This is an optimization exercise on Yosys and OpenROAD, whose aim is small area, a short achievable clock period and few clock cycles per item, not a production implementation. Only simulation tests tie the RTL to the original design; equivalence was not proved. No driver is modelled on the clock port, so clocking that relies on it looks cheaper here than on a real chip. Power and IR drop assume default switching activity.

==> v34 <==
## rotating_page_wear_leveler
module rotating_page_wear_leveler #(
    parameter int PAGES               = 8,
    parameter int CONTAINERS_PER_PAGE = 4,
    parameter int CONTAINER_BYTES     = 16
) (
    input  logic              clk,
    input  logic              rst_n,
    input  logic              start,
    input  rpwl_pkg::cmd_t    cmd,
    output logic              busy,
    output logic              strobe,
    output rpwl_pkg::result_t result
);
Settings: LEC_CHECK=0, CAP_MARGIN=20, CORE_MARGIN=2, CORE_UTILIZATION=55, CTS_CLUSTER_DIAMETER=100, CTS_CLUSTER_SIZE=26, SLEW_MARGIN=20, SYNTH_MEMORY_MAX_BITS=8192; clock period 8.0 ns.
standard.sh (not shown) runs the stock make flow with config.mk's settings and CLKGATE_MAP_FILE= SYNTH_SCRIPT=/design/flow/synth_recipe.tcl, a recipe that flattens the netlist after the stock synthesis.
==> flow/flow/run.sh <==
#!/bin/bash
set -euo pipefail
bash standard.sh cts SETUP_SLACK_MARGIN=5.6 > layout_make_cts.log 2>&1
openroad -no_init -exit flow/shorten_clock.tcl > shorten_clock.log 2>&1
bash standard.sh finish SETUP_SLACK_MARGIN=5.6 > layout_make_finish.log 2>&1
==> flow/flow/shorten_clock.tcl <==
# Remove the root buffer of the clock tree: its loads, the branch buffers, move
# to the clock port's net. Then split each branch buffer in two: the leaf
# buffers it drives are divided at the median along the longer side of their
# spread, and the half away from the branch buffer moves to a new buffer of the
# same kind placed at that half's centre. Detailed placement legalises it.
set r orfs/results/sky130hd/rotating_page_wear_leveler/base
read_db $r/4_cts.odb
set block [ord::get_db_block]
set root [$block findInst clkbuf_0_clk]
set rootnet [[$root findITerm X] getNet]
set clknet [[$root findITerm A] getNet]
set branches {}
foreach it [$rootnet getITerms] {
  if {[[$it getInst] getName] eq [$root getName]} { continue }
  lappend branches [$it getInst]
  $it disconnect
  $it connect $clknet
}
odb::dbInst_destroy $root
odb::dbNet_destroy $rootnet
set k 0
foreach b $branches {
  set bnet [[$b findITerm X] getNet]
  set leaves {}
  foreach it [$bnet getITerms] {
    if {[[$it getInst] getName] eq [$b getName]} { continue }
    set loc [[$it getInst] getLocation]
    lappend leaves [list $it [lindex $loc 0] [lindex $loc 1]]
  }
  set xs [lmap l $leaves {lindex $l 1}]
  set ys [lmap l $leaves {lindex $l 2}]
  set dx [expr {[tcl::mathfunc::max {*}$xs] - [tcl::mathfunc::min {*}$xs]}]
  set dy [expr {[tcl::mathfunc::max {*}$ys] - [tcl::mathfunc::min {*}$ys]}]
  set axis [expr {$dx >= $dy ? 1 : 2}]
  set sorted [lsort -integer -index $axis $leaves]
  set half [expr {[llength $sorted] / 2}]
  set lo [lrange $sorted 0 [expr {$half - 1}]]
  set hi [lrange $sorted $half end]
  # The half farther from the branch buffer moves to the new buffer.
  set bloc [$b getLocation]
  set bpos [lindex $bloc [expr {$axis - 1}]]
  set lomid [lindex [lindex $lo end] $axis]
  set himid [lindex [lindex $hi 0] $axis]
  if {abs($bpos - $lomid) < abs($bpos - $himid)} { set keep $lo; set move $hi } else { set keep $hi; set move $lo }
  set cx 0; set cy 0
  foreach l $move { incr cx [lindex $l 1]; incr cy [lindex $l 2] }
  set cx [expr {$cx / [llength $move]}]
  set cy [expr {$cy / [llength $move]}]
  set name "clkbuf_split_${k}_clk"
  set nb [odb::dbInst_create $block [$b getMaster] $name]
  $nb setLocation $cx $cy
  $nb setPlacementStatus PLACED
  set nn [odb::dbNet_create $block "clknet_split_${k}_clk"]
  $nn setSigType CLOCK
  [$nb findITerm A] connect $clknet
  [$nb findITerm X] connect $nn
  foreach l $move {
    set it [lindex $l 0]
    $it disconnect
    $it connect $nn
  }
  # Power pins of the new buffer, as the others have them.
  foreach mt [[$nb getMaster] getMTerms] {
    set sig [$mt getSigType]
    if {$sig eq "POWER" || $sig eq "GROUND"} {
      set pin [$nb findITerm [$mt getName]]
      set ref [$b findITerm [$mt getName]]
      if {$ref ne "NULL" && [$ref getNet] ne "NULL"} { $pin connect [$ref getNet] }
    }
  }
  puts "[$b getName]: kept [llength $keep] leaves, moved [llength $move] to $name at $cx $cy"
  incr k
}
set n 0
foreach it [$clknet getITerms] { incr n }
puts "[$clknet getName] now has $n cell pins"
if {$n > 4} { error "clock port would feed $n cell pins" }
detailed_placement
check_placement -verbose
write_db $r/4_cts.odb
==> v16: changes against v34 <==
--- a/flow/flow/run.sh
+++ b/flow/flow/run.sh
@@ -2,2 +2,3 @@
 set -euo pipefail
+R=orfs/results/sky130hd/rotating_page_wear_leveler/base
 bash standard.sh cts SETUP_SLACK_MARGIN=5.6 > layout_make_cts.log 2>&1
==> flow/flow/shorten_clock.tcl (replaced) <==
# Remove the branch stage of the clock tree: the loads of each buffer driven by
# the root clock buffer move to the root buffer's net.
set r orfs/results/sky130hd/rotating_page_wear_leveler/base
read_db $r/4_cts.odb
set block [ord::get_db_block]
set root [$block findInst clkbuf_0_clk]
set rootnet [[$root findITerm X] getNet]
set moved 0
foreach it [$rootnet getITerms] {
  set inst [$it getInst]
  if {[$inst getName] eq [$root getName]} { continue }
  if {![string match "sky130_fd_sc_hd__clkbuf_*" [[$inst getMaster] getName]]} { continue }
  set outnet [[$inst findITerm X] getNet]
  foreach lit [$outnet getITerms] {
    if {[[$lit getInst] getName] eq [$inst getName]} { continue }
    $lit disconnect
    $lit connect $rootnet
    incr moved
  }
  puts "removing [$inst getName]"
  odb::dbInst_destroy $inst
  odb::dbNet_destroy $outnet
}
puts "moved $moved loads to [$rootnet getName]"
write_db $r/4_cts.odb
==> v15: changes against v34 <==
==> flow/flow/shorten_clock.tcl (replaced) <==
# Remove the root buffer of the clock tree: its loads, the branch buffers,
# move to the clock port's net.
set r orfs/results/sky130hd/rotating_page_wear_leveler/base
read_db $r/4_cts.odb
set block [ord::get_db_block]
set root [$block findInst clkbuf_0_clk]
set rootnet [[$root findITerm X] getNet]
set clknet [[$root findITerm A] getNet]
set moved 0
foreach it [$rootnet getITerms] {
  if {[[$it getInst] getName] eq [$root getName]} { continue }
  $it disconnect
  $it connect $clknet
  incr moved
}
puts "moving $moved loads of [$rootnet getName] to [$clknet getName]"
odb::dbInst_destroy $root
odb::dbNet_destroy $rootnet
set n 0
foreach it [$clknet getITerms] { incr n }
puts "[$clknet getName] now has $n cell pins"
if {$n > 4} { error "clock port would feed $n cell pins" }
write_db $r/4_cts.odb
==> comparison <==
- Wire length, highest first: v15, v34, v16.
- The highest non-clock buffer count belongs to v34, the lowest to v16.
- Total power: v16 is smaller than v15 (0.68%).
- The lowest cell count belongs to v16, the highest to v34.
- Register-to-register slack is about the same in v15 and v16.
- Die area is the same in v34 and v16.
- Of v34 and v15, v34 has the higher design area (gap about 0.3%, measured against v15).
- In clock skew, v16 and v15 hardly differ.
- Against v15, the clock power of v16 is lower by about 2%.
- Synthesized area is the same in v16 and v15.
==> figures <==
	v34	v15	v16
Status	timing/DRC/antenna clean	timing/DRC/antenna clean	timing/DRC/antenna clean
Via count of the first global-routing pass	13,200	13,200	13,100
Internal Power	4.79 mW	4.73 mW	4.70 mW
Clock network fraction of total power	0.313	0.307	0.303
RR Endpoint	wq_data_reg[5]	result_reg[8]	result_reg[8]
Clock group	1.84 mW	1.80 mW	1.76 mW
Overall power	5.90 mW	5.85 mW	5.81 mW
Layout Nets	1,462	1,457	1,452
Total area of multi-input combinational cells	4310 µm²	4320 µm²	4280 µm²
Switching power as a share of total power	0.187	0.190	0.190
Via count	13,600	13,600	13,600
Power density over the cells	213 nW/µm²	212 nW/µm²	211 nW/µm²
Proportion of cell area occupied by registers	0.751	0.753	0.755
Ratio of layout area to synthesized area	1.098x	1.095x	1.092x
Share of cell area taken by multi-input logic gates	0.156	0.157	0.156
GRT Overall Usage	0.280	0.278	0.287
Post-layout util	0.611	0.609	0.607
Met3 wire length	5880 µm	5820 µm	5970 µm
Antenna fix cells	0	0	1
Worst-Skew Late Latency	380 ps	480 ps	650 ps
Number of optimization iterations in the first detailed-route pass	5	6	5
Testbench counts of v34, summed over its fixed seeds: cycles 23,764, items 12,000.
Testbench counts of v16, summed over its fixed seeds: cycles 23,764, items 12,000.
Testbench counts of v15, summed over its fixed seeds: cycles 23,764, items 12,000.

-- re-timing with driven ports --
The results above use ideal ports. As a check the final layouts listed here were re-extracted and re-timed, cells and wires unchanged.
Step 1 sets driving cells, clkbuf_16 on the clock port and buf_2 on the other inputs (assumed; they add their load-dependent delay and slew).
Step 2, shift: input delay + t, output delay - t, t = (earliest + latest rising clock arrival at the registers) / 2. This alone moves slack from input paths to output paths.
a / b / c = no drivers / after step 1 / after step 2; a / b = the first two.
run | t (ns) | slack for setup (ns) | worst setup path after step 2 | worst register clock-pin slew, ns | cell pins on the clock port's net
v34 | 0.484 | 5.521 / 5.406 / 5.226 | input to register | 0.10 / 0.10 | 4
v16 | 0.704 | 5.251 / 5.191 / 4.973 | input to register | 0.11 / 0.11 | 1
v15 | 0.547 | 5.424 / 5.347 / 5.167 | input to register | 0.11 / 0.11 | 2
After both steps every run listed still meets setup and hold. For v34, which loses most, drivers alone change the setup slack by -0.115 ns; drivers and shift together by -0.295 ns.
